Source: an optimization exercise on an open RTL-to-GDS flow (aim: small area, a short achievable clock period and few clock cycles). Production flows keep margins and buffers that such runs may drop. At most, simulation tests tie the RTL to the original design; equivalence was not proved. For run 3, only the layout was checked, not whether the RTL still works. Power figures rest on the tool's default switching activity, not on a simulated workload.

==> flow/design.v <==
`timescale 1ns/100ps
`default_nettype none
module sw_pe #(
    parameter [3:0] ROW = 4'd0
) (
    input  wire        clk,
    input  wire        rst,
    input  wire [1:0]  i_nx_base_a,
    input  wire [1:0]  i_nx_base_b,
    input  wire        i_nx_first,
    input  wire        i_nx_x,        
    input  wire        i_nx_y,        
    input  wire        i_nx_vb,       
    input  wire        i_rb_ld,
    input  wire [1:0]  i_rb,
    input  wire        i_en_ld,
    input  wire        i_en,
    input  wire [4:0]  i_ha,          
    input  wire [4:0]  i_hb,          
    input  wire [3:0]  i_fa,          
    input  wire [3:0]  i_fb,          
    input  wire [4:0]  i_db,          
    input  wire        i_match_dn,
    input  wire [4:0]  i_c_score,
    input  wire [3:0]  i_c_row,
    input  wire        i_c_col,
    output reg  [1:0]  o_base_a,
    output reg  [1:0]  o_base_b,
    output reg         o_first,
    output reg         o_x,
    output reg         o_y,
    output reg         o_vb,
    output wire [4:0]  o_ha,
    output wire [4:0]  o_hb,
    output wire [3:0]  o_fa,
    output wire [3:0]  o_fb,
    output wire [4:0]  o_db,          
    output wire        o_match_nb,    
    output wire [4:0]  o_c_score,
    output wire [3:0]  o_c_row,
    output wire        o_c_col
);
    function automatic integer nbits(input integer v);
        integer w;
        begin
            nbits = 0;
            for (w = 0; w < 6; w = w + 1)
                if (v >= (1 << w))
                    nbits = w + 1;
        end
    endfunction
    localparam integer WH  = nbits(ROW + 1);                  
    localparam integer WE  = (ROW > 5) ? nbits(ROW - 5) : 0;  
    localparam integer WF  = (ROW > 6) ? nbits(ROW - 6) : 0;  
    localparam integer WR  = nbits(ROW);                      
    localparam integer WER = (WE > 0) ? WE : 1;
    localparam integer WRR = (WR > 0) ? WR : 1;
    localparam integer WD  = nbits(ROW + 2);                  
    function automatic ge5(input [4:0] a, input [4:0] b);
        integer k, j;
        reg r, t;
        begin
            r = 1'b1;
            for (j = 0; j < 5; j = j + 1)
                r = r & (a[j] | ~b[j]);
            for (k = 0; k < 5; k = k + 1) begin
                t = a[k] & ~b[k];
                for (j = k + 1; j < 5; j = j + 1)
                    t = t & (a[j] | ~b[j]);
                r = r | t;
            end
            ge5 = r;
        end
    endfunction
    function automatic [4:0] max3(input [4:0] x, input [4:0] y, input [4:0] z);
        reg xy, xz, yz;
        begin
            xy = ge5(x, y);
            xz = ge5(x, z);
            yz = ge5(y, z);
            max3 = (xy & xz) ? x : (yz ? y : z);
        end
    endfunction
    function automatic [4:0] tab_add(input [4:0] x, input integer k, input integer lo);
        integer v;
        begin
            tab_add = 5'd0;
            for (v = 0; v < 32; v = v + 1)
                if (x == v)
                    tab_add = (v + k < lo) ? lo : v + k;
        end
    endfunction
    reg  [1:0]     rb_q;
    reg            en_q;
    reg  [WH-1:0]  da_q;
    reg  [WER-1:0] e_q;
    reg  [WER-1:0] fa_q;
    reg  [WER-1:0] fb_q;
    reg  [WH-1:0]  ha_q;
    reg  [WH-1:0]  hb_q;
    reg  [WD-1:0]  db_q;
    reg  [WH-1:0]  c_score_q;
    reg  [WRR-1:0] c_row_q;
    reg            c_col_q;
    wire [4:0] da5  = da_q;
    wire [4:0] e5   = (WE > 0) ? e_q : 5'd0;
    wire [4:0] fa5  = (WF > 0) ? i_fa : 5'd0;
    wire [4:0] fb5  = (WF > 0) ? i_fb : 5'd0;
    wire [4:0] iha  = (ROW > 0) ? i_ha : 5'd0;
    wire [4:0] ihb  = (ROW > 0) ? i_hb : 5'd0;
    wire [4:0] ha5  = ha_q;
    wire [4:0] hb5  = hb_q;
    wire [4:0] cs5  = (ROW > 0) ? i_c_score : 5'd0;
    wire [3:0] cr4  = (ROW > 0) ? i_c_row : 4'd0;
    wire       cc1  = (ROW > 0) ? i_c_col : 1'b0;
    always @(posedge clk or posedge rst) begin
        if (rst) begin
            o_first <= 1'b0;
            o_x     <= 1'b0;
        end else begin
            o_first <= i_nx_first;
            o_x     <= i_nx_x;
        end
    end
    always @(posedge clk) begin
        o_base_a <= i_nx_base_a;
        o_base_b <= i_nx_base_b;
        o_y      <= i_nx_y;
        o_vb     <= i_nx_vb;
        if (i_rb_ld)
            rb_q <= i_rb;
        if (i_en_ld)
            en_q <= i_en;
    end
    wire [4:0] diag_a  = i_nx_first ? 5'd0 : ihb;
    wire [1:0] rb_a    = i_nx_first ? i_rb : rb_q;
    wire       match_a = (i_nx_base_a == rb_a);
    wire [4:0] da_new  = match_a ? tab_add(diag_a, 1, 0) : tab_add(diag_a, -4, 0);
    assign o_match_nb = (i_nx_base_b == rb_a);
    wire [4:0] db5 = i_db;
    wire [4:0] ma   = ge5(da5, fa5) ? da5 : fa5;
    wire [4:0] na   = ge5(da5, e5) ? da5 : e5;
    wire [4:0] ha   = max3(da5, fa5, e5);
    wire [4:0] foa  = ge5(na, tab_add(fa5, 6, 0)) ? tab_add(na, -6, 0) : tab_add(fa5, -1, 0);
    wire [4:0] ma6  = tab_add(ma, -6, 0);
    wire [4:0] em1  = tab_add(e5, -1, 0);
    wire [4:0] mb   = ge5(db5, fb5) ? db5 : fb5;
    wire [4:0] hb   = max3(mb, ma6, em1);
    wire [4:0] nb   = max3(db5, ma6, em1);
    wire [4:0] en5  = max3(tab_add(mb, -6, 0), tab_add(ma, -7, 0), tab_add(e5, -2, 0));
    wire [4:0] fob  = ge5(nb, tab_add(fb5, 6, 0)) ? tab_add(nb, -6, 0) : tab_add(fb5, -1, 0);
    wire take_b = !ge5(cs5, hb5) & !ge5(ha5, hb5);
    wire take_a = !take_b & !ge5(cs5, ha5);
    wire [4:0] db_dn = i_match_dn ? tab_add(ha, 1, 0) : tab_add(ha, -4, 0);
    always @(posedge clk) begin
        db_q <= db_dn[WD-1:0];
        da_q <= da_new[WH-1:0];
        e_q  <= i_nx_first ? {WER{1'b0}} : en5[WER-1:0];
        fa_q <= foa[WER-1:0];
        fb_q <= fob[WER-1:0];
        ha_q <= en_q ? ha[WH-1:0] : {WH{1'b0}};
        hb_q <= (en_q & o_vb) ? hb[WH-1:0] : {WH{1'b0}};    
        if (take_b) begin
            c_score_q <= hb_q;
            c_row_q   <= ROW;
            c_col_q   <= 1'b1;
        end else if (take_a) begin
            c_score_q <= ha_q;
            c_row_q   <= ROW;
            c_col_q   <= 1'b0;
        end else begin
            c_score_q <= cs5[WH-1:0];
            c_row_q   <= cr4[WRR-1:0];
            c_col_q   <= cc1;
        end
    end
    assign o_ha       = ha5;
    assign o_hb       = hb5;
    assign o_db       = db_q;
    assign o_fa       = (WE > 0) ? fa_q : 4'd0;
    assign o_fb       = (WE > 0) ? fb_q : 4'd0;
    assign o_c_score  = c_score_q;
    assign o_c_row    = (WR > 0) ? c_row_q : 4'd0;
    assign o_c_col    = c_col_q;
endmodule
`default_nettype wire
`timescale 1ns/100ps
`default_nettype none
module sw_pe_array (
    input  wire          clk,
    input  wire          rst,
    input  wire [1:0]    i_base_a,
    input  wire [1:0]    i_base_b,
    input  wire          i_first,
    input  wire          i_x,             
    input  wire          i_y,             
    input  wire          i_vb,            
    input  wire [31:0]   i_read_0,
    input  wire [31:0]   i_read_1,
    input  wire [31:0]   i_read_2,
    input  wire [15:0]   i_en_0,
    input  wire [15:0]   i_en_1,
    input  wire [15:0]   i_en_2,
    output wire          o_st14_first,
    output wire [1:0]    o_st14_buf,
    output wire          o_first,
    output wire          o_x,
    output wire [4:0]    o_c_score,
    output wire [3:0]    o_c_row,
    output wire          o_c_col
);
    wire [1:0]  st_base_a [0:16];
    wire [1:0]  st_base_b [0:16];
    wire        st_first  [0:16];
    wire        st_x      [0:16];
    wire        st_y      [0:16];
    wire        st_vb     [0:16];
    wire [4:0]  ha        [0:16];
    wire [4:0]  hb        [0:16];
    wire [3:0]  fa        [0:16];
    wire [3:0]  fb        [0:16];
    wire [4:0]  db        [0:16];
    wire        match_nb  [0:16];
    reg         db0_q;
    wire [4:0]  c_score   [0:16];
    wire [3:0]  c_row     [0:16];
    wire        c_col     [0:16];
    assign st_base_a[0] = i_base_a;
    assign st_base_b[0] = i_base_b;
    assign st_first[0]  = i_first;
    assign st_x[0]      = i_x;
    assign st_y[0]      = i_y;
    assign st_vb[0]     = i_vb;
    assign ha[0]        = 5'd0;       
    assign hb[0]        = 5'd0;
    assign fa[0]        = 4'd0;
    assign fb[0]        = 4'd0;
    assign match_nb[16] = 1'b0;
    always @(posedge clk)
        db0_q <= match_nb[0];
    assign db[0] = {4'd0, db0_q};
    assign c_score[0]   = 5'd0;
    assign c_row[0]     = 4'd0;
    assign c_col[0]     = 1'b0;
    genvar r;
    generate
        for (r = 0; r < 16; r = r + 1) begin : g_row
            wire       rb_ld;
            wire [1:0] rb;
            wire       en_ld;
            wire       en;
            if (r == 0) begin : g_first
                assign rb_ld = st_first[0];
                assign rb    = st_y[0] ? i_read_2[1:0] : st_x[0] ? i_read_1[1:0] : i_read_0[1:0];
                assign en_ld = 1'b1;
                assign en    = 1'b1;
            end else begin : g_rest
                assign rb_ld = st_first[r];
                assign rb    = st_y[r] ? i_read_2[2*r +: 2] :
                               st_x[r] ? i_read_1[2*r +: 2] : i_read_0[2*r +: 2];
                assign en_ld = st_first[r];
                assign en    = st_y[r] ? i_en_2[r] : st_x[r] ? i_en_1[r] : i_en_0[r];
            end
            sw_pe #(.ROW(r)) sw_pe_i (
                .clk         (clk),
                .rst         (rst),
                .i_nx_base_a (st_base_a[r]),
                .i_nx_base_b (st_base_b[r]),
                .i_nx_first  (st_first[r]),
                .i_nx_x      (st_x[r]),
                .i_nx_y      (st_y[r]),
                .i_nx_vb     (st_vb[r]),
                .i_rb_ld     (rb_ld),
                .i_rb        (rb),
                .i_en_ld     (en_ld),
                .i_en        (en),
                .i_ha        (ha[r]),
                .i_hb        (hb[r]),
                .i_fa        (fa[r]),
                .i_fb        (fb[r]),
                .i_db        (db[r]),
                .i_match_dn  (match_nb[r+1]),
                .i_c_score   (c_score[r]),
                .i_c_row     (c_row[r]),
                .i_c_col     (c_col[r]),
                .o_base_a    (st_base_a[r+1]),
                .o_base_b    (st_base_b[r+1]),
                .o_first     (st_first[r+1]),
                .o_x         (st_x[r+1]),
                .o_y         (st_y[r+1]),
                .o_vb        (st_vb[r+1]),
                .o_ha        (ha[r+1]),
                .o_hb        (hb[r+1]),
                .o_fa        (fa[r+1]),
                .o_fb        (fb[r+1]),
                .o_db        (db[r+1]),
                .o_match_nb  (match_nb[r]),
                .o_c_score   (c_score[r+1]),
                .o_c_row     (c_row[r+1]),
                .o_c_col     (c_col[r+1])
            );
        end
    endgenerate
    assign o_st14_first = st_first[14];
    assign o_st14_buf   = {st_y[14], st_x[14]};
    assign o_first      = st_first[16];
    assign o_x          = st_x[16];
    assign o_c_score    = c_score[16];
    assign o_c_row      = c_row[16];
    assign o_c_col      = c_col[16];
endmodule
`default_nettype wire
`timescale 1ns/100ps
`default_nettype none
module sw_max_tracker #(
    parameter DEPTH = 4
) (
    input  wire          clk,
    input  wire          rst,
    input  wire          i_first,         
    input  wire          i_x,
    input  wire [4:0]    i_c_score,       
    input  wire [3:0]    i_c_row,
    input  wire          i_c_col,
    input  wire          i_ready,
    output wire          o_valid,
    output wire [17:0]   o_result,
    output wire          o_take
);
    reg          first_q [0:1];
    reg          x_q     [0:1];
    reg          push;
    reg  [4:0]   best_score;
    reg  [3:0]   best_row;
    reg  [3:0]   best_col;
    reg  [2:0]   pair_q;
    always @(posedge clk or posedge rst) begin
        if (rst) begin
            first_q[0] <= 1'b0;
            first_q[1] <= 1'b0;
            x_q[0]     <= 1'b0;
            x_q[1]     <= 1'b0;
            push       <= 1'b0;
        end else begin
            first_q[0] <= i_first;
            first_q[1] <= first_q[0];
            x_q[0]     <= i_x;
            x_q[1]     <= x_q[0];
            push       <= (first_q[1] | x_q[1]) & (first_q[0] | ~x_q[0]);
        end
    end
    function automatic gt9(input [8:0] a, input [8:0] b);
        integer k, j;
        reg r, t;
        begin
            r = 1'b0;
            for (k = 0; k < 9; k = k + 1) begin
                t = a[k] & ~b[k];
                for (j = k + 1; j < 9; j = j + 1)
                    t = t & (a[j] | ~b[j]);
                r = r | t;
            end
            gt9 = r;
        end
    endfunction
    wire [2:0] pair   = first_q[1] ? 3'd0 : pair_q;
    wire       take_c = first_q[1] | gt9({i_c_score, ~i_c_row}, {best_score, ~best_row});
    always @(posedge clk) begin
        if (take_c) begin
            best_score <= i_c_score;
            best_row   <= i_c_row;
            best_col   <= {pair, i_c_col};
        end
        pair_q <= pair + 3'd1;
    end
    localparam FD = DEPTH - 1;
    wire [12:0]   pd   = {best_score, best_row, best_col};
    reg  [12:0]   out_q;
    reg           out_v;
    reg  [12:0]   f [0:FD-1];
    reg  [FD-1:0] wp;         
    reg  [FD-1:0] rp;         
    reg  [FD-1:0] fc;         
    wire          take   = out_v & i_ready;
    wire          out_ld = ~out_v | i_ready;       
    reg  [12:0]   f_rd;
    integer j;
    always @(*) begin
        f_rd = 13'd0;
        for (j = 0; j < FD; j = j + 1)
            f_rd = f_rd | ({13{rp[j]}} & f[j]);
    end
    wire          pop0 = ~out_v & fc[0];
    wire          wr0  = push & (out_v | fc[0]);
    wire          pop1 = fc[0];
    wire          wr1  = push & fc[0];
    wire [FD-1:0] wp_r = {wp[FD-2:0], wp[FD-1]};
    wire [FD-1:0] rp_r = {rp[FD-2:0], rp[FD-1]};
    wire [FD-1:0] fc_u = {fc[FD-2:0], 1'b1};
    wire [FD-1:0] fc_d = {1'b0, fc[FD-1:1]};
    wire [FD-1:0] wp0  = wr0 ? wp_r : wp;
    wire [FD-1:0] wp1  = wr1 ? wp_r : wp;
    wire [FD-1:0] rp0  = pop0 ? rp_r : rp;
    wire [FD-1:0] rp1  = pop1 ? rp_r : rp;
    wire [FD-1:0] fc0  = (wr0 & ~pop0) ? fc_u : ((pop0 & ~wr0) ? fc_d : fc);
    wire [FD-1:0] fc1  = (wr1 & ~pop1) ? fc_u : ((pop1 & ~wr1) ? fc_d : fc);
    wire          ov0  = out_v | fc[0] | push;
    wire          ov1  = fc[0] | push;
    always @(posedge clk or posedge rst) begin
        if (rst) begin
            out_v <= 1'b0;
            wp    <= {{(FD-1){1'b0}}, 1'b1};
            rp    <= {{(FD-1){1'b0}}, 1'b1};
            fc    <= {FD{1'b0}};
        end else begin
            out_v <= i_ready ? ov1 : ov0;
            wp    <= i_ready ? wp1 : wp0;
            rp    <= i_ready ? rp1 : rp0;
            fc    <= i_ready ? fc1 : fc0;
        end
    end
    always @(posedge clk) begin
        if (out_ld)
            out_q <= fc[0] ? f_rd : pd;
        for (j = 0; j < FD; j = j + 1)
            if (push && wp[j])
                f[j] <= pd;
    end
    assign o_valid  = out_v;
    assign o_result = {5'd0, out_q};
    assign o_take   = take;
endmodule
`default_nettype wire
`timescale 1ns/100ps
`default_nettype none
module sw_controller #(
    parameter DEPTH = 6
) (
    input  wire          clk,
    input  wire          rst,
    input  wire          i_valid,
    input  wire [73:0]   i_job,
    input  wire          i_take,          
    input  wire          i_rel_first,     
    input  wire [1:0]    i_rel_buf,
    output wire          o_ready,
    output wire [1:0]    o_base_a,
    output wire [1:0]    o_base_b,
    output wire          o_first,
    output wire          o_x,             
    output wire          o_y,             
    output wire          o_vb,            
    output wire [31:0]   o_read_0,
    output wire [31:0]   o_read_1,
    output wire [31:0]   o_read_2,
    output wire [15:0]   o_en_0,
    output wire [15:0]   o_en_1,
    output wire [15:0]   o_en_2
);
    reg              ready_q;
    reg              act_q;       
    reg              first_q;
    reg  [4:0]       cnt_q;       
    reg  [1:0]       nxt_q;       
    reg  [1:0]       cur_q;       
    reg  [2:0]       busy_q;
    reg  [DEPTH-1:0] jobs_q;      
    reg  [31:0]      ref_q;
    reg  [31:0]      read_0_q, read_1_q, read_2_q;
    reg  [4:0]       len_0_q, len_1_q, len_2_q;
    reg  [31:0]      read_in;
    wire accept = ready_q & i_valid;
    wire cnt_le2 = (cnt_q == 5'd1) | (cnt_q == 5'd2);
    wire cnt_le4 = cnt_le2 | (cnt_q == 5'd3) | (cnt_q == 5'd4);
    wire last   = act_q & cnt_le2;
    wire sfree  = ~act_q | cnt_le2;
    wire [2:0] rel = {i_rel_first & (i_rel_buf == 2'd2),
                      i_rel_first & (i_rel_buf == 2'd1),
                      i_rel_first & (i_rel_buf == 2'd0)};
    wire [1:0] nxt_inc = (nxt_q == 2'd2) ? 2'd0 : nxt_q + 2'd1;
    wire can_start = (~act_q | cnt_le4)
                   & (~busy_q[nxt_q] | rel[nxt_q])
                   & (~jobs_q[DEPTH-1] | i_take);
    always @(posedge clk or posedge rst) begin
        if (rst) begin
            act_q   <= 1'b0;
            first_q <= 1'b0;
            nxt_q   <= 2'd0;
            busy_q  <= 3'b000;
            jobs_q  <= {DEPTH{1'b0}};
        end else begin
            act_q   <= ready_q ? i_valid : (act_q & ~last);
            first_q <= accept;
            if (accept)
                nxt_q <= nxt_inc;
            busy_q[0] <= (accept & (nxt_q == 2'd0)) | (busy_q[0] & ~rel[0]);
            busy_q[1] <= (accept & (nxt_q == 2'd1)) | (busy_q[1] & ~rel[1]);
            busy_q[2] <= (accept & (nxt_q == 2'd2)) | (busy_q[2] & ~rel[2]);
            if (accept & ~i_take)
                jobs_q <= {jobs_q[DEPTH-2:0], 1'b1};
            else if (i_take & ~accept)
                jobs_q <= {1'b0, jobs_q[DEPTH-1:1]};
        end
    end
    always @(posedge clk)
        ready_q <= ~accept & can_start;
    integer r;
    always @(*)
        for (r = 0; r < 16; r = r + 1)
            read_in[2*r +: 2] = i_job[10 + 2*(15-r) +: 2];
    always @(posedge clk) begin
        cnt_q <= sfree ? i_job[9:5] : cnt_q - 5'd2;
        ref_q <= sfree ? i_job[73:42] : {ref_q[27:0], 4'b0000};
        if (accept)
            cur_q <= nxt_q;
        if (~busy_q[0] & (nxt_q == 2'd0)) begin
            len_0_q  <= i_job[4:0];
            read_0_q <= read_in;
        end
        if (~busy_q[1] & (nxt_q == 2'd1)) begin
            len_1_q  <= i_job[4:0];
            read_1_q <= read_in;
        end
        if (~busy_q[2] & (nxt_q == 2'd2)) begin
            len_2_q  <= i_job[4:0];
            read_2_q <= read_in;
        end
    end
    genvar k;
    generate
        for (k = 0; k < 16; k = k + 1) begin : g_en
            assign o_en_0[k] = (len_0_q > k);
            assign o_en_1[k] = (len_1_q > k);
            assign o_en_2[k] = (len_2_q > k);
        end
    endgenerate
    assign o_ready  = ready_q;
    assign o_base_a = ref_q[31:30];
    assign o_base_b = ref_q[29:28];
    assign o_first  = first_q;
    assign o_x      = first_q ? cur_q[0] : act_q;
    assign o_y      = first_q & cur_q[1];
    assign o_vb     = act_q & ~(cnt_q == 5'd1);
    assign o_read_0 = read_0_q;
    assign o_read_1 = read_1_q;
    assign o_read_2 = read_2_q;
endmodule
`default_nettype wire
`timescale 1ns/100ps
`default_nettype none
module sw_top (
    input  wire          clk,
    input  wire          rst,
    input  wire          i_valid,
    input  wire [73:0]   i_job,
    input  wire          i_ready,
    output wire          o_ready,
    output wire          o_valid,
    output wire [17:0]   o_result
);
    localparam DEPTH = 5;
    wire          take;
    wire          rel_first;
    wire [1:0]    rel_buf;
    wire [1:0]    base_a;
    wire [1:0]    base_b;
    wire          first;
    wire          x;
    wire          y;
    wire          vb;
    wire [31:0]   read_0;
    wire [31:0]   read_1;
    wire [31:0]   read_2;
    wire [15:0]   en_0;
    wire [15:0]   en_1;
    wire [15:0]   en_2;
    wire          out_first;
    wire          out_x;
    wire [4:0]    c_score;
    wire [3:0]    c_row;
    wire          c_col;
    sw_controller #(.DEPTH(DEPTH)) sw_controller_i (
        .clk         (clk),
        .rst         (rst),
        .i_valid     (i_valid),
        .i_job       (i_job),
        .i_take      (take),
        .i_rel_first (rel_first),
        .i_rel_buf   (rel_buf),
        .o_ready     (o_ready),
        .o_base_a    (base_a),
        .o_base_b    (base_b),
        .o_first     (first),
        .o_x         (x),
        .o_y         (y),
        .o_vb        (vb),
        .o_read_0    (read_0),
        .o_read_1    (read_1),
        .o_read_2    (read_2),
        .o_en_0      (en_0),
        .o_en_1      (en_1),
        .o_en_2      (en_2)
    );
    sw_pe_array sw_pe_array_i (
        .clk          (clk),
        .rst          (rst),
        .i_base_a     (base_a),
        .i_base_b     (base_b),
        .i_first      (first),
        .i_x          (x),
        .i_y          (y),
        .i_vb         (vb),
        .i_read_0     (read_0),
        .i_read_1     (read_1),
        .i_read_2     (read_2),
        .i_en_0       (en_0),
        .i_en_1       (en_1),
        .i_en_2       (en_2),
        .o_st14_first (rel_first),
        .o_st14_buf   (rel_buf),
        .o_first      (out_first),
        .o_x          (out_x),
        .o_c_score    (c_score),
        .o_c_row      (c_row),
        .o_c_col      (c_col)
    );
    sw_max_tracker #(.DEPTH(DEPTH)) sw_max_tracker_i (
        .clk        (clk),
        .rst        (rst),
        .i_first    (out_first),
        .i_x        (out_x),
        .i_c_score  (c_score),
        .i_c_row    (c_row),
        .i_c_col    (c_col),
        .i_ready    (i_ready),
        .o_valid    (o_valid),
        .o_result   (o_result),
        .o_take     (take)
    );
endmodule
`default_nettype wire
==> flow/flow/run.sh <==
#!/bin/bash
# The standard layout with three changes to how it is made (not to what is measured):
# - the port buffers are plain buf_2 cells instead of the delay buffer buffer_ports picks;
# - clock tree sinks are clustered in groups of up to 30 within 60 um;
# - repair_timing aims for 6.85 ns of setup slack, so it upsizes the gates and flip-flops on
#   the internal paths that are slower than the port paths.
# Every make step's output goes to make.log here; ORFS keeps each tool's full log under
# orfs/logs/.
set -euo pipefail
bash standard.sh "BUFFER_PORTS_ARGS=-buffer_cell sky130_fd_sc_hd__buf_2" CTS_CLUSTER_SIZE=30 CTS_CLUSTER_DIAMETER=60 SETUP_SLACK_MARGIN=6.85 finish > make.log 2>&1
==> flow/standard.sh <==
#!/bin/bash
# synth_recipe.tcl (not shown) runs the flow's synth.tcl, then flattens the netlist and writes it again
# the make line also repeats each setting of config.mk as NAME=value (left out here)
make -C /OpenROAD-flow-scripts/flow DESIGN_CONFIG=/design/flow/config.mk WORK_HOME=/design/flow/orfs CLKGATE_MAP_FILE= SYNTH_SCRIPT=/design/flow/synth_recipe.tcl "${@:-finish}"
==> flow/config.mk <==
export PLATFORM = sky130hd
export DESIGN_NAME = sw_top
export DESIGN_NICKNAME = sw_top
export VERILOG_FILES = /design/flow/design.v
export SDC_FILE = /design/flow/constraint.sdc
export NUM_CORES = 4
export LEC_CHECK = 0
export ABC_AREA = 1
export CAP_MARGIN = 20
export CORE_MARGIN = 2
export CORE_UTILIZATION = 70
export PLACE_DENSITY = 0.8
export SLEW_MARGIN = 20
==> flow/constraint.sdc <==
create_clock -name core_clock -period 10.0 [get_ports {clk}]
set_input_delay 2.0000 -clock core_clock [delete_from_list [all_inputs] [get_ports {clk}]]
set_output_delay 2.0000 -clock core_clock [all_outputs]
set_load 0.01 [all_outputs]
==> results_dict.tcl, run 1 <==
set metrics [dict create \
    outcome "no timing/DRC/antenna violations" \
    drive_gt1_frac 0.0828 \
    core_um2 57800 \
    final_cell_mix "nand2_1, inv_1, nor2_1" \
    seqCellArea_um2 19400 \
    io_buffers 92 \
    ant_nets 0 \
    cp.buffers_inverters 1 \
    post-route-min-period_ns 3.18 \
    vias 35725 \
    overflow 0 \
    critPathSlowestCell "dfrtp_1" \
    wl_um 96400 \
    reg2reg_slack_ns 7.03 \
    grt_max_degree 63 \
    synth_seq_area_share 0.471 \
    syn2layout_area_growth_pct 8.12 \
    setup_ws_ns 6.82 \
    netlist_area_um2 41000 \
    synth_async_sr_flop_share 0.0733 \
    std_cell_rows 88 \
    cts.sinks 846 \
    fp.dieH_um 246 \
    max_clock_freq_ghz 0.315 \
    cts_tree "yes" \
    clkPwrFrac 0.168 \
    place_area_um2 42300 \
    layout_commonest_cell "nand2_1" \
    cts_made_buffers 49 \
    avgSynthCellArea_um2 7.73 \
    slew_viol_final 0 \
    cts-root-buf "clkbuf_16" \
    p_sw_w 0.00623 \
    path_delay_family "flip-flops" \
    synth_ff_type "dfxtp_1" \
    setup_viol 0 \
    via_per_inst 5.74 \
    p_int_w 0.00776 \
    nFillCells 4378 \
    setup.worst_path.start "sw_max_tracker_i.out_v$_DFF_PP0_" \
    finalCritPeriodShare 0.318 \
    die_area_um2 60500 \
    rr_endpoint "sw_pe_array_i.g_row[8].sw_pe_i.fb_q[0]$_DFF_P_" \
    worst_pin_slew_ns 0.952 \
    p_seq_frac 0.399 \
    setup.worst_path.end_class "primary output" \
    switching_share 0.446 \
    hold_viol 0 \
    max_stage_delay_ns 0.40 \
    whs_ns 0.355 \
    ys_warn_count 22 \
    fin_nets 5552 \
    rr_worst_depth 11 \
    multi_input_area_um2 18200 \
    synth_cell_types 81 \
    skew_ns 0.0317 \
    p_per_area_nw_per_um2 316 \
    critical_path.max_fanout 2 \
    dpl_worst_slack_ns 6.52 \
    finalWeightedCongestion 0.996 \
    power_frac_comb 0.433 \
    start_util 0.709 \
    fin_tns_setup_ns 0 \
    pin_count 98 \
    worstSetupPathType "register to primary output" \
    max_slew_margin 0.365 \
    rsz0062_at_grt "yes" \
    synth-seq-cells 846 \
    cp.depth 1 \
    detail_route.wl_per_cell_um 15.5 \
    design_area_um2 44300 \
    regToRegStartpoint "sw_pe_array_i.g_row[8].sw_pe_i.da_q[3]$_DFF_P_" \
    critPathArrivalTime_ns 1.18 \
    first_iter_violations 3118 \
    die_w_um 246 \
    max_cap_violations 0 \
    synth_edf_count 207 \
    p_leak_nw 19.4 \
    firstDrtPassIters 8 \
    grt_use_total 0.313 \
    critPathRequiredTime_ns 8.00 \
    ir_drop_v 0.000240 \
    synth_cells 5303 \
    crit_path_cell_trace "buf_2" \
    dpl.hpwl_um 71900 \
    worstSkewPairLatency_ns 0.65 \
    clk_pin_slew_worst_paths_ns 0.10 \
    grt_pass1_wl_um 156000 \
    cts.path.max_buffers 3 \
    drc 0 \
    holdCritPathClass "register to register" \
    setup.worst_path.end "o_valid" \
    h-tree-depth 2 \
    startpoint_type "register" \
    antenna_found_initial 8 \
    grt_pass1_vias 32607 \
]
worst min-delay path by stage:
stage,from,end,slack (ns),cells after the start
2_1_floorplan,sw_pe_array_i.g_row[9].sw_pe_i.o_vb$_DFF_P_,sw_pe_array_i.g_row[10].sw_pe_i.o_vb$_DFF_P_,0.33,0
3_3_place_gp,sw_pe_array_i.g_row[15].sw_pe_i.o_first$_DFF_PP0_,sw_max_tracker_i.first_q[0]$_DFF_PP0_,0.34,0
3_5_place_dp,sw_pe_array_i.g_row[15].sw_pe_i.o_first$_DFF_PP0_,sw_max_tracker_i.first_q[0]$_DFF_PP0_,0.33,0
4_1_cts,sw_pe_array_i.g_row[15].sw_pe_i.o_first$_DFF_PP0_,sw_max_tracker_i.first_q[0]$_DFF_PP0_,0.36,0
5_1_grt,sw_pe_array_i.g_row[12].sw_pe_i.o_base_a[0]$_DFF_P_,sw_pe_array_i.g_row[13].sw_pe_i.o_base_a[0]$_DFF_P_,0.35,0
6_report,sw_pe_array_i.g_row[15].sw_pe_i.o_first$_DFF_PP0_,sw_max_tracker_i.first_q[0]$_DFF_PP0_,0.35,0
per-stage QoR:
step | util | std cells | power (W)
floorplan | - | 5307 | 0.00994
global placement | 0.731 | 6121 | 0.0113
detailed placement | 0.731 | 6121 | 0.0115
CTS | 0.763 | 6214 | 0.0138
global route | 0.767 | 6222 | 0.0151
finish | 0.767 | 6223 | 0.0140
registers in the layout, summed over array words and instances (netlist names), 49 cells and up:
name	count
sw_pe_array_i.g_row.sw_pe_i.db_q	53
sw_pe_array_i.g_row.sw_pe_i.da_q	54
sw_pe_array_i.g_row.sw_pe_i.c_score_q	54
sw_pe_array_i.g_row.sw_pe_i.ha_q	54
sw_pe_array_i.g_row.sw_pe_i.hb_q	54
sw_max_tracker_i.f	52
sw_pe_array_i.g_row.sw_pe_i.c_row_q	49
cells in the mapped netlist, types with 31 or more instances:
master,number,share of area
a21oi_1,229,0.028
inv_2,38,0.0035
dfrtp_1,60,0.037
o22ai_1,99,0.015
nor3_1,53,0.0065
edfxtp_1,207,0.15
a31oi_1,42,0.0064
o211ai_1,73,0.013
ha_1,59,0.018
xor2_1,64,0.014
o21ai_0,432,0.053
o21ai_1,42,0.0051
nand4_1,32,0.0049
dfxtp_1,577,0.28
nand2_1,1148,0.11
nand3_1,186,0.023
o221ai_1,75,0.016
a22oi_1,31,0.0057
a211oi_1,47,0.0086
or2_2,52,0.0079
inv_1,846,0.077
nor2_1,568,0.052
routing by layer:
metal | vias to the layer above | global-route usage | part of all wire
met3 | 207 | 0.0411 | 0.063
li1 | 17859 | - | -
met1 | 16450 | 0.407 | 0.43
met5 | - | 0 | 0.00092
met2 | 1195 | 0.538 | 0.48
met4 | 14 | 0.105 | 0.030
logic make-up after synthesis:
group | synth area share
AO/OA/AOI/OAI | 0.184
XOR/XNOR | 0.0156
adder cells (fa/ha/maj) | 0.0237
buffers and inverters | 0.0874
flip-flops | 0.471
multiplexers | 0.00159
other | 0.0000915
AND/OR/NAND/NOR | 0.216
timing repair:
| action | in CTS | in global routing |
|---|---|---|
| buffers inserted | 1 | 7 |
| setup endpoints to repair | 15 | 53 |
| pin swaps | 0 | 10 |
| resized for setup | 1 | 68 |
| hold buffers | 0 | 0 |
| endpoints found under the hold margin | 0 | 0 |
area by class of cell:
class | instances | area share
sequential | 846 | 0.437
multi-input combinational | 3524 | 0.412
inverter | 888 | 0.0754
clock buffer | 57 | 0.0290
tap | 765 | 0.0216
timing repair buffer | 106 | 0.0129
clock inverter | 35 | 0.0124
antenna | 2 | 0.000113
power by group through the flow:
| stage | clock network (W) | logic (W) | registers [W] |
|---|---|---|---|
| floorplan | 0 | 0.00471 | 0.00523 |
| global placement | 0 | 0.00569 | 0.00559 |
| detailed placement | 0 | 0.00586 | 0.00562 |
| CTS | 0.00239 | 0.00591 | 0.00555 |
| global route | 0.00250 | 0.00690 | 0.00569 |
| finish | 0.00235 | 0.00606 | 0.00558 |
Testbench counts, summed over its fixed seeds: cycles 8,786.
==> inputs of run 2 (changes only) <==
==> flow/flow/run.sh (replaced) <==
#!/bin/bash
# The standard layout with three changes to how it is made (not to what is measured):
# - the port buffers are plain buf_2 cells instead of the delay buffer buffer_ports picks;
# - clock tree sinks are clustered in groups of up to 20 within 80 um;
# - repair_timing aims for 6.85 ns of setup slack, so it upsizes the gates and flip-flops on
#   the internal paths that are slower than the port paths.
# Every make step's output goes to make.log here; ORFS keeps each tool's full log under
# orfs/logs/.
set -euo pipefail
bash standard.sh "BUFFER_PORTS_ARGS=-buffer_cell sky130_fd_sc_hd__buf_2" CTS_CLUSTER_SIZE=20 CTS_CLUSTER_DIAMETER=80 SETUP_SLACK_MARGIN=6.85 finish > make.log 2>&1
==> run 2 against run 1 <==
Still clean; sequential share of layout area rose by 0.26 points; routed wire length fell by 0.11%; register-to-register slack barely moved; via count fell by 0.40%; synthesized area did not move; cell area fell by 0.60%; largest power group unchanged.
==> results_dict.tcl, run 2 <==
set metrics [dict create \
    outcome "no timing/DRC/antenna violations" \
    cts_made_buffers 50 \
    rr_endpoint "sw_pe_array_i.g_row[13].sw_pe_i.fb_q[2]$_DFF_P_" \
    cts-root-buf "clkbuf_16" \
    avgSynthCellArea_um2 7.73 \
    cts.sinks 846 \
    skew_ns 0.0664 \
    synth_top_area_cell "dfxtp_1" \
    antenna_found_initial 8 \
    setup.worst_path.end_class "primary output" \
    synth_ff_type "dfxtp_1" \
    syn2layout_area_growth_pct 7.47 \
    grt_max_degree 63 \
    synth_edf_count 207 \
    p_leak_nw 19.3 \
    final_cell_mix "nand2_1, inv_1, nor2_1" \
    cts.path.max_buffers 3 \
    crit_path_cell_trace "buf_2" \
    synth-seq-cells 846 \
    p_sw_w 0.00606 \
    critPathSlowestCell "dfrtp_1" \
    start_util 0.709 \
    wl_um 96300 \
    ant_nets 0 \
    detail_route.wl_per_cell_um 15.5 \
    synth_async_sr_flop_share 0.0733 \
    worstSkewPairLatency_ns 0.65 \
    critPathRequiredTime_ns 8.00 \
    critPathArrivalTime_ns 1.16 \
    clkPwrFrac 0.153 \
    fin_nets 5556 \
    rsz0062_at_grt "yes" \
    power_frac_comb 0.442 \
    layout_commonest_cell "nand2_1" \
    drive_gt1_frac 0.0786 \
    die_area_um2 60500 \
    nFillCells 4413 \
    holdCritPathClass "register to register" \
    overflow 0 \
    post-route-min-period_ns 3.16 \
    grt_use_total 0.312 \
    ir_drop_v 0.000222 \
    max_stage_delay_ns 0.39 \
    synth_seq_area_share 0.471 \
    cp.depth 1 \
    p_int_w 0.00772 \
    vias 35582 \
    max_cap_violations 0 \
    fp.dieH_um 246 \
    total_power_w 0.0138 \
    cp.buffers_inverters 1 \
    path_delay_family "flip-flops" \
    grt_pass1_vias 32603 \
    setup.worst_path.start "sw_max_tracker_i.out_v$_DFF_PP0_" \
    slew_viol_final 0 \
    h-tree-depth 2 \
    setup.worst_path.end "o_valid" \
    finalCritPeriodShare 0.316 \
    regToRegStartpoint "sw_pe_array_i.g_row[13].sw_pe_i.da_q[0]$_DFF_P_" \
    drc 0 \
    synth_top_area_frac 0.282 \
    via_per_inst 5.72 \
    clk_pin_slew_worst_paths_ns 0.08 \
    critical_path.max_fanout 2 \
    synth_common_cells "nand2_1, inv_1, dfxtp_1" \
    startpoint_type "register" \
    synth_cells 5303 \
    worst_pin_slew_ns 0.963 \
    max_clock_freq_ghz 0.316 \
    worstSetupPathType "register to primary output" \
    p_seq_frac 0.405 \
    firstDrtPassIters 6 \
    cts_hold_buf 0 \
    reg2reg_slack_ns 7.02 \
    grt_pass1_wl_um 156000 \
    ys_warn_count 22 \
    yosysMostFrequentCell "nand2_1" \
    hold_depth 0 \
    synth_area_leaders "dfxtp_1, edfxtp_1, nand2_1" \
    switching_share 0.440 \
    dpl.hpwl_um 71900 \
    finalWeightedCongestion 0.996 \
    fin_tns_setup_ns 0 \
    first_iter_violations 3029 \
    hold_viol 0 \
    die_w_um 246 \
    cts_tree "yes" \
    core_um2 57800 \
    netlist_area_um2 41000 \
    setup_viol 0 \
    std_cell_rows 88 \
    synth_cell_types 81 \
    p_per_area_nw_per_um2 313 \
    pin_count 98 \
    rr_worst_depth 23 \
    io_buffers 92 \
    max_slew_margin 0.358 \
]
run 2: cell types whose count changed in the layout (fill, tap and decap cells not counted), moves of 3 or more:
cell and delta:
clkbuf_1 +25, clkinv_8 -10, inv_16 -6, a21oi_1 -3
a21oi_2 +3, buf_4 +3, dfxtp_2 -3, nor2_1 +3
nor2_2 -3
run 2: cell type report:
| cell class | count | area [µm²] | area share |
|---|---|---|---|
| antenna | 1 | 2.50 | 0.0000568 |
| clock buffer | 82 | 1390 | 0.0316 |
| clock inverter | 10 | 134 | 0.00304 |
| multi-input combinational | 3524 | 18300 | 0.415 |
| timing repair buffer | 109 | 594 | 0.0135 |
| sequential | 846 | 19400 | 0.440 |
| inverter | 888 | 3340 | 0.0759 |
| tap | 765 | 957 | 0.0217 |
run 2: cells by family (layout without fill, tap and decap cells):
family | count (synthesis) | in the layout | synth area share
and+or+nand+nor | 2131 | 2131 | 0.216
AOI/OAI and AO/OA | 1227 | 1227 | 0.184
buffers and inverters | 937 | 1089 | 0.0874
DFF | 846 | 846 | 0.471
adders and majority gates | 82 | 82 | 0.0237
xor gates and xnor gates | 73 | 73 | 0.0156
muxes | 6 | 6 | 0.00159
other | 1 | 6 | 0.0000915
run 2: stage by stage:
stage	hold WS, ns	util	worst slack [ns]	cells	area, µm²
2_1_floorplan	0.331	-	6.90	5307	41000
3_3_place_gp	0.339	0.731	6.57	6121	42300
3_5_place_dp	0.335	0.731	6.52	6121	42300
4_1_cts	0.353	0.757	6.81	6214	43800
5_1_grt	0.362	0.762	6.75	6225	44100
6_report	0.353	0.762	6.84	6225	44100
run 2: per-layer routing:
| layer | track usage | routed length (µm) | up-vias |
|---|---|---|---|
| li1 | - | - | 17865 |
| met4 | 0.104 | 2940 | 14 |
| met3 | 0.0358 | 5460 | 208 |
| met5 | 0 | 84 | - |
| met2 | 0.536 | 46200 | 1129 |
| met1 | 0.412 | 41500 | 16366 |
run 2: worst min path at each step:
stage                                                                  from                                           end  slack [ns]
after floorplan                 sw_pe_array_i.g_row[9].sw_pe_i.o_vb$_DFF_P_  sw_pe_array_i.g_row[10].sw_pe_i.o_vb$_DFF_P_        0.33
after global placement    sw_pe_array_i.g_row[15].sw_pe_i.o_first$_DFF_PP0_         sw_max_tracker_i.first_q[0]$_DFF_PP0_        0.34
after detailed placement  sw_pe_array_i.g_row[15].sw_pe_i.o_first$_DFF_PP0_         sw_max_tracker_i.first_q[0]$_DFF_PP0_        0.33
after CTS                 sw_pe_array_i.g_row[15].sw_pe_i.o_first$_DFF_PP0_         sw_max_tracker_i.first_q[0]$_DFF_PP0_        0.35
after global routing      sw_pe_array_i.g_row[15].sw_pe_i.o_first$_DFF_PP0_         sw_max_tracker_i.first_q[0]$_DFF_PP0_        0.36
final                     sw_pe_array_i.g_row[15].sw_pe_i.o_first$_DFF_PP0_         sw_max_tracker_i.first_q[0]$_DFF_PP0_        0.35
run 2: timing repair:
item / in CTS / in global routing
buffers inserted: 1 / 10
pin swaps: 0 / 14
setup endpoints to repair: 14 / 54
gates resized for setup: 1 / 72
run 2: power by group through the flow:
stage / Combinational [W] / Sequential, W / Clock, W
finish: 0.00609 / 0.00559 / 0.00211
global route: 0.00694 / 0.00569 / 0.00226
CTS: 0.00591 / 0.00556 / 0.00214
detailed placement: 0.00586 / 0.00562 / 0
global placement: 0.00569 / 0.00559 / 0
floorplan: 0.00471 / 0.00523 / 0
==> inputs of run 3 (changes only) <==
--- a/flow/design.v
+++ b/flow/design.v
@@ -19,8 +19,6 @@
     input  wire [4:0]  i_hb,          
     input  wire [3:0]  i_fa,          
     input  wire [3:0]  i_fb,          
-    input  wire [4:0]  i_db,          
-    input  wire        i_match_dn,
     input  wire [4:0]  i_c_score,
     input  wire [3:0]  i_c_row,
     input  wire        i_c_col,
@@ -34,8 +32,6 @@
     output wire [4:0]  o_hb,
     output wire [3:0]  o_fa,
     output wire [3:0]  o_fb,
-    output wire [4:0]  o_db,          
-    output wire        o_match_nb,    
     output wire [4:0]  o_c_score,
     output wire [3:0]  o_c_row,
     output wire        o_c_col
@@ -55,7 +51,6 @@
     localparam integer WR  = nbits(ROW);                      
     localparam integer WER = (WE > 0) ? WE : 1;
     localparam integer WRR = (WR > 0) ? WR : 1;
-    localparam integer WD  = nbits(ROW + 2);                  
     function automatic ge5(input [4:0] a, input [4:0] b);
         integer k, j;
         reg r, t;
@@ -98,7 +93,6 @@
     reg  [WER-1:0] fb_q;
     reg  [WH-1:0]  ha_q;
     reg  [WH-1:0]  hb_q;
-    reg  [WD-1:0]  db_q;
     reg  [WH-1:0]  c_score_q;
     reg  [WRR-1:0] c_row_q;
     reg            c_col_q;
@@ -136,8 +130,8 @@
     wire [1:0] rb_a    = i_nx_first ? i_rb : rb_q;
     wire       match_a = (i_nx_base_a == rb_a);
     wire [4:0] da_new  = match_a ? tab_add(diag_a, 1, 0) : tab_add(diag_a, -4, 0);
-    assign o_match_nb = (i_nx_base_b == rb_a);
-    wire [4:0] db5 = i_db;
+    wire       match_b = (o_base_b == rb_q);
+    wire [4:0] db5     = match_b ? tab_add(iha, 1, 0) : tab_add(iha, -4, 0);
     wire [4:0] ma   = ge5(da5, fa5) ? da5 : fa5;
     wire [4:0] na   = ge5(da5, e5) ? da5 : e5;
     wire [4:0] ha   = max3(da5, fa5, e5);
@@ -151,9 +145,7 @@
     wire [4:0] fob  = ge5(nb, tab_add(fb5, 6, 0)) ? tab_add(nb, -6, 0) : tab_add(fb5, -1, 0);
     wire take_b = !ge5(cs5, hb5) & !ge5(ha5, hb5);
     wire take_a = !take_b & !ge5(cs5, ha5);
-    wire [4:0] db_dn = i_match_dn ? tab_add(ha, 1, 0) : tab_add(ha, -4, 0);
     always @(posedge clk) begin
-        db_q <= db_dn[WD-1:0];
         da_q <= da_new[WH-1:0];
         e_q  <= i_nx_first ? {WER{1'b0}} : en5[WER-1:0];
         fa_q <= foa[WER-1:0];
@@ -176,7 +168,6 @@
     end
     assign o_ha       = ha5;
     assign o_hb       = hb5;
-    assign o_db       = db_q;
     assign o_fa       = (WE > 0) ? fa_q : 4'd0;
     assign o_fb       = (WE > 0) ? fb_q : 4'd0;
     assign o_c_score  = c_score_q;
@@ -219,9 +210,6 @@
     wire [4:0]  hb        [0:16];
     wire [3:0]  fa        [0:16];
     wire [3:0]  fb        [0:16];
-    wire [4:0]  db        [0:16];
-    wire        match_nb  [0:16];
-    reg         db0_q;
     wire [4:0]  c_score   [0:16];
     wire [3:0]  c_row     [0:16];
     wire        c_col     [0:16];
@@ -235,10 +223,6 @@
     assign hb[0]        = 5'd0;
     assign fa[0]        = 4'd0;
     assign fb[0]        = 4'd0;
-    assign match_nb[16] = 1'b0;
-    always @(posedge clk)
-        db0_q <= match_nb[0];
-    assign db[0] = {4'd0, db0_q};
     assign c_score[0]   = 5'd0;
     assign c_row[0]     = 4'd0;
     assign c_col[0]     = 1'b0;
@@ -278,8 +262,6 @@
                 .i_hb        (hb[r]),
                 .i_fa        (fa[r]),
                 .i_fb        (fb[r]),
-                .i_db        (db[r]),
-                .i_match_dn  (match_nb[r+1]),
                 .i_c_score   (c_score[r]),
                 .i_c_row     (c_row[r]),
                 .i_c_col     (c_col[r]),
@@ -293,8 +275,6 @@
                 .o_hb        (hb[r+1]),
                 .o_fa        (fa[r+1]),
                 .o_fb        (fb[r+1]),
-                .o_db        (db[r+1]),
-                .o_match_nb  (match_nb[r]),
                 .o_c_score   (c_score[r+1]),
                 .o_c_row     (c_row[r+1]),
                 .o_c_col     (c_col[r+1])
==> flow/flow/run.sh (replaced) <==
#!/bin/bash
# The standard layout with three changes to how it is made (not to what is measured):
# - the port buffers are plain buf_2 cells instead of the delay buffer buffer_ports picks;
# - clock tree sinks are clustered in groups of up to 24 within 100 um;
# - repair_timing aims for 6.85 ns of setup slack, so it upsizes the gates and flip-flops on
#   the internal paths that are slower than the port paths.
# Every make step's output goes to make.log here; ORFS keeps each tool's full log under
# orfs/logs/.
set -euo pipefail
bash standard.sh "BUFFER_PORTS_ARGS=-buffer_cell sky130_fd_sc_hd__buf_2" CTS_CLUSTER_SIZE=24 CTS_CLUSTER_DIAMETER=100 SETUP_SLACK_MARGIN=6.85 finish > make.log 2>&1
==> run 3 against run 2 <==
Count of clock-buffer cells in the layout down 17; via count rose by 3.8%; setup slack improved by 0.011 ns; combinational power shrank 82%; critical endpoint is now o_result[11]; largest cell class is now multi-input combinational cells; highest routed layer unchanged.
==> results_dict.tcl, run 3 <==
set metrics [dict create \
    yosysMostFrequentCell "nand2_1" \
    pin_count 98 \
    synth_edf_count 207 \
    post-route-min-period_ns 3.15 \
    cts_tree "yes" \
    rr_worst_depth 24 \
    syn2layout_area_growth_pct 7.18 \
    whs_ns 0.336 \
    synth_top_area_cell "dfxtp_1" \
    core_um2 57800 \
    switching_share 0.287 \
    setup_ws_ns 6.85 \
    dpl.hpwl_um 75200 \
    grt_use_met3 0.0423 \
    grt_pass1_wl_um 161000 \
    power_frac_comb 0.169 \
    max_cap_violations 0 \
    synth-seq-cells 794 \
    ir_drop_v 0.000153 \
    setup.worst_path.start "sw_max_tracker_i.out_q[11]$_DFFE_PP_" \
    clk_pin_slew_worst_paths_ns 0.09 \
    synth_common_cells "nand2_1, inv_1, nor2_1" \
    synth_cells 5561 \
    detail_route.wl_per_cell_um 15.6 \
    io_buffers 92 \
    p_seq_frac 0.549 \
    via_per_inst 5.73 \
    slew_viol_final 0 \
    wl_um 100000 \
    fin_nets 5795 \
    setup.worst_path.end_class "primary output" \
    worst_pin_slew_ns 0.957 \
    cts_hold_buf 0 \
    worstSetupPathType "register to primary output" \
    cp.depth 1 \
    finalWeightedCongestion 0.958 \
    antenna_found_initial 11 \
    globalRouteMet1Util 0.415 \
    hold_viol 0 \
    critPathArrivalTime_ns 1.15 \
    grt_use_total 0.321 \
    cts.sinks 794 \
    outcome "no timing/DRC/antenna violations" \
    avgSynthCellArea_um2 7.38 \
    p_leak_nw 19.7 \
    std_cell_rows 88 \
    max_clock_freq_ghz 0.317 \
    dpl_worst_slack_ns 6.51 \
    critical_path.max_fanout 1 \
    fp.dieH_um 246 \
    synth_area_leaders "dfxtp_1, edfxtp_1, nand2_1" \
    finalCritPeriodShare 0.315 \
    layout_commonest_cell "nand2_1" \
    netlist_area_um2 41100 \
    reg2reg_slack_ns 7.01 \
    setup_viol 0 \
    ant_nets 0 \
    skew_ns 0.0437 \
    cp.buffers_inverters 1 \
    startpoint_type "register" \
    synth_cell_types 78 \
    final_cell_mix "nand2_1, inv_1, nor2_1" \
    setup.worst_path.end "o_result[11]" \
    first_iter_violations 3149 \
    h-tree-depth 2 \
    cts.path.max_buffers 3 \
    synth_async_sr_flop_share 0.0781 \
    drive_gt1_frac 0.0827 \
    p_int_w 0.00461 \
    max_stage_delay_ns 0.38 \
    max_slew_margin 0.362 \
    rr_endpoint "sw_pe_array_i.g_row[10].sw_pe_i.e_q[1]$_SDFF_PP0_" \
    synth_top_area_frac 0.256 \
    p_per_area_nw_per_um2 147 \
    synth_ff_type "dfxtp_1" \
    min-delay-start "sw_controller_i.ref_q[29]$_DFF_P_" \
    path_delay_family "flip-flops" \
    grt_max_degree 63 \
    rsz0062_at_grt "yes" \
    start_util 0.710 \
    cts-root-buf "clkbuf_16" \
    grt_pass1_vias 33560 \
    drc 0 \
    holdCritPathClass "register to register" \
    vias 36937 \
    p_sw_w 0.00186 \
    die_w_um 246 \
    die_area_um2 60600 \
    firstDrtPassIters 6 \
    overflow 0 \
    clkPwrFrac 0.282 \
    worstSkewPairLatency_ns 0.63 \
    critPathRequiredTime_ns 8.00 \
    fin_tns_setup_ns 0 \
    crit_path_cell_trace "buf_2" \
    ys_warn_count 22 \
    grtUsageMet2 0.554 \
    critPathSlowestCell "edfxtp_1" \
    regToRegStartpoint "sw_pe_array_i.g_row[9].sw_pe_i.ha_q[1]$_SDFF_PN0_" \
    synth_seq_area_share 0.445 \
    top_usage_layer "met2" \
    cts_made_buffers 39 \
]
[run 3: cell types whose count changed after synthesis, moves of 22 or more]
cell / before / now
dfxtp_1: 577 / 525
nand2_1: 1148 / 1394
nand2_2: 22 / 44
nand3_1: 186 / 303
nand4_1: 32 / 62
o21ai_0: 432 / 382
o22ai_1: 99 / 73
xnor2_1: 9 / 38
xor2_1: 64 / 35
[run 3: final cells by class]
| type | count | area [µm²] |
|---|---|---|
| diodes | 1 | 2.50 |
| repair buffers | 111 | 603 |
| well taps | 765 | 957 |
| inverters | 878 | 3300 |
| flip-flops and latches | 794 | 18300 |
| fillers | 4389 | 13800 |
| clock buffers | 65 | 1090 |
| clock inverters | 7 | 119 |
| multi-input cells | 3827 | 19600 |
[run 3: through the flow]
stage          instances  total power, W  instance area, µm²   util
6_report            6448         0.00647               44000  0.761
5_1_grt             6448         0.00676               44000  0.761
4_1_cts             6434         0.00645               43500  0.752
3_5_place_dp        6361         0.00466               42200  0.731
3_3_place_gp        6361         0.00463               42200  0.731
2_1_floorplan       5565         0.00441               41100      -
[run 3: power by group through the flow]
stage                     logic, W  clock network [W]  registers, W
after floorplan           0.000850                  0       0.00356
after global routing       0.00124            0.00196       0.00357
after detailed placement   0.00104                  0       0.00362
after global placement     0.00102                  0       0.00362
after CTS                  0.00105            0.00185       0.00355
final                      0.00109            0.00183       0.00355
[run 3: worst min-delay path by stage]
stage | end | slack (ns) | cells after the start
finish | sw_pe_array_i.g_row[0].sw_pe_i.o_base_b[1]$_DFF_P_ | 0.34 | 0
global route | sw_pe_array_i.g_row[0].sw_pe_i.ha_q$_DFF_P_ | 0.34 | 0
CTS | sw_pe_array_i.g_row[0].sw_pe_i.ha_q$_DFF_P_ | 0.34 | 0
detailed placement | sw_pe_array_i.g_row[0].sw_pe_i.o_base_b[0]$_DFF_P_ | 0.32 | 0
global placement | sw_pe_array_i.g_row[0].sw_pe_i.ha_q$_DFF_P_ | 0.31 | 0
floorplan | sw_pe_array_i.g_row[0].sw_pe_i.ha_q$_DFF_P_ | 0.31 | 0
[run 3: cell families (layout without fill, tap and decap cells)]
group / count (synthesis) / count (layout) / share of synthesized area
AO/OA/AOI/OAI: 1132 / 1132 / 0.169
adder cells (fa/ha/maj): 75 / 75 / 0.0223
flip-flops: 794 / 794 / 0.445
multiplexers: 4 / 4 / 0.00110
AND/OR/NAND/NOR: 2538 / 2538 / 0.259
other: 1 / 6 / 0.0000913
buffers and inverters: 944 / 1061 / 0.0880
XOR/XNOR: 73 / 73 / 0.0156
[run 3: timing repair]
action | 4_1_cts | 5_1_grt
setup buffers | 1 | 13
gates cloned | 0 | 0
resized for setup | 2 | 150
setup endpoints to repair | 14 | 76
pin swaps | 0 | 19
[run 3: routing by layer]
metal | vias to the layer above | part of all wire
li1 | 18544 | -
met1 | 16852 | 0.42
met2 | 1290 | 0.48
met3 | 231 | 0.065
met4 | 20 | 0.032
met5 | - | 0.0013

-- what the ideal ports hide --
No port has a modelled driver above. Below, the same layouts with a new extraction and two added sets of constraints.
Step 1, drivers: a clkbuf_16 drives clk and a buf_2 each remaining input, both assumed.
Step 2 moves the port delays by t, midway between the first and last clock arrival at a register: inputs arrive t later, outputs are due t later. That takes back most of the time a late clock gives input paths.
Three values: ideal, step 1, step 2; two values: the first two.
run | t (ns) | setup slack, ns | clock arrival spread, ns | worst slew at a driven data input, ns
run 1 | 0.699 | 6.821 / 6.757 / 6.511 | 0.039 / 0.039 | 0.11
run 2 | 0.685 | 6.837 / 6.771 / 6.486 | 0.070 / 0.070 | 0.10
run 3 | 0.677 | 6.848 / 6.784 / 6.408 | 0.051 / 0.051 | 0.12
After both steps every run listed still meets setup and hold. For run 3, which loses most, drivers alone change the setup slack by -0.064 ns; drivers and shift together by -0.440 ns.
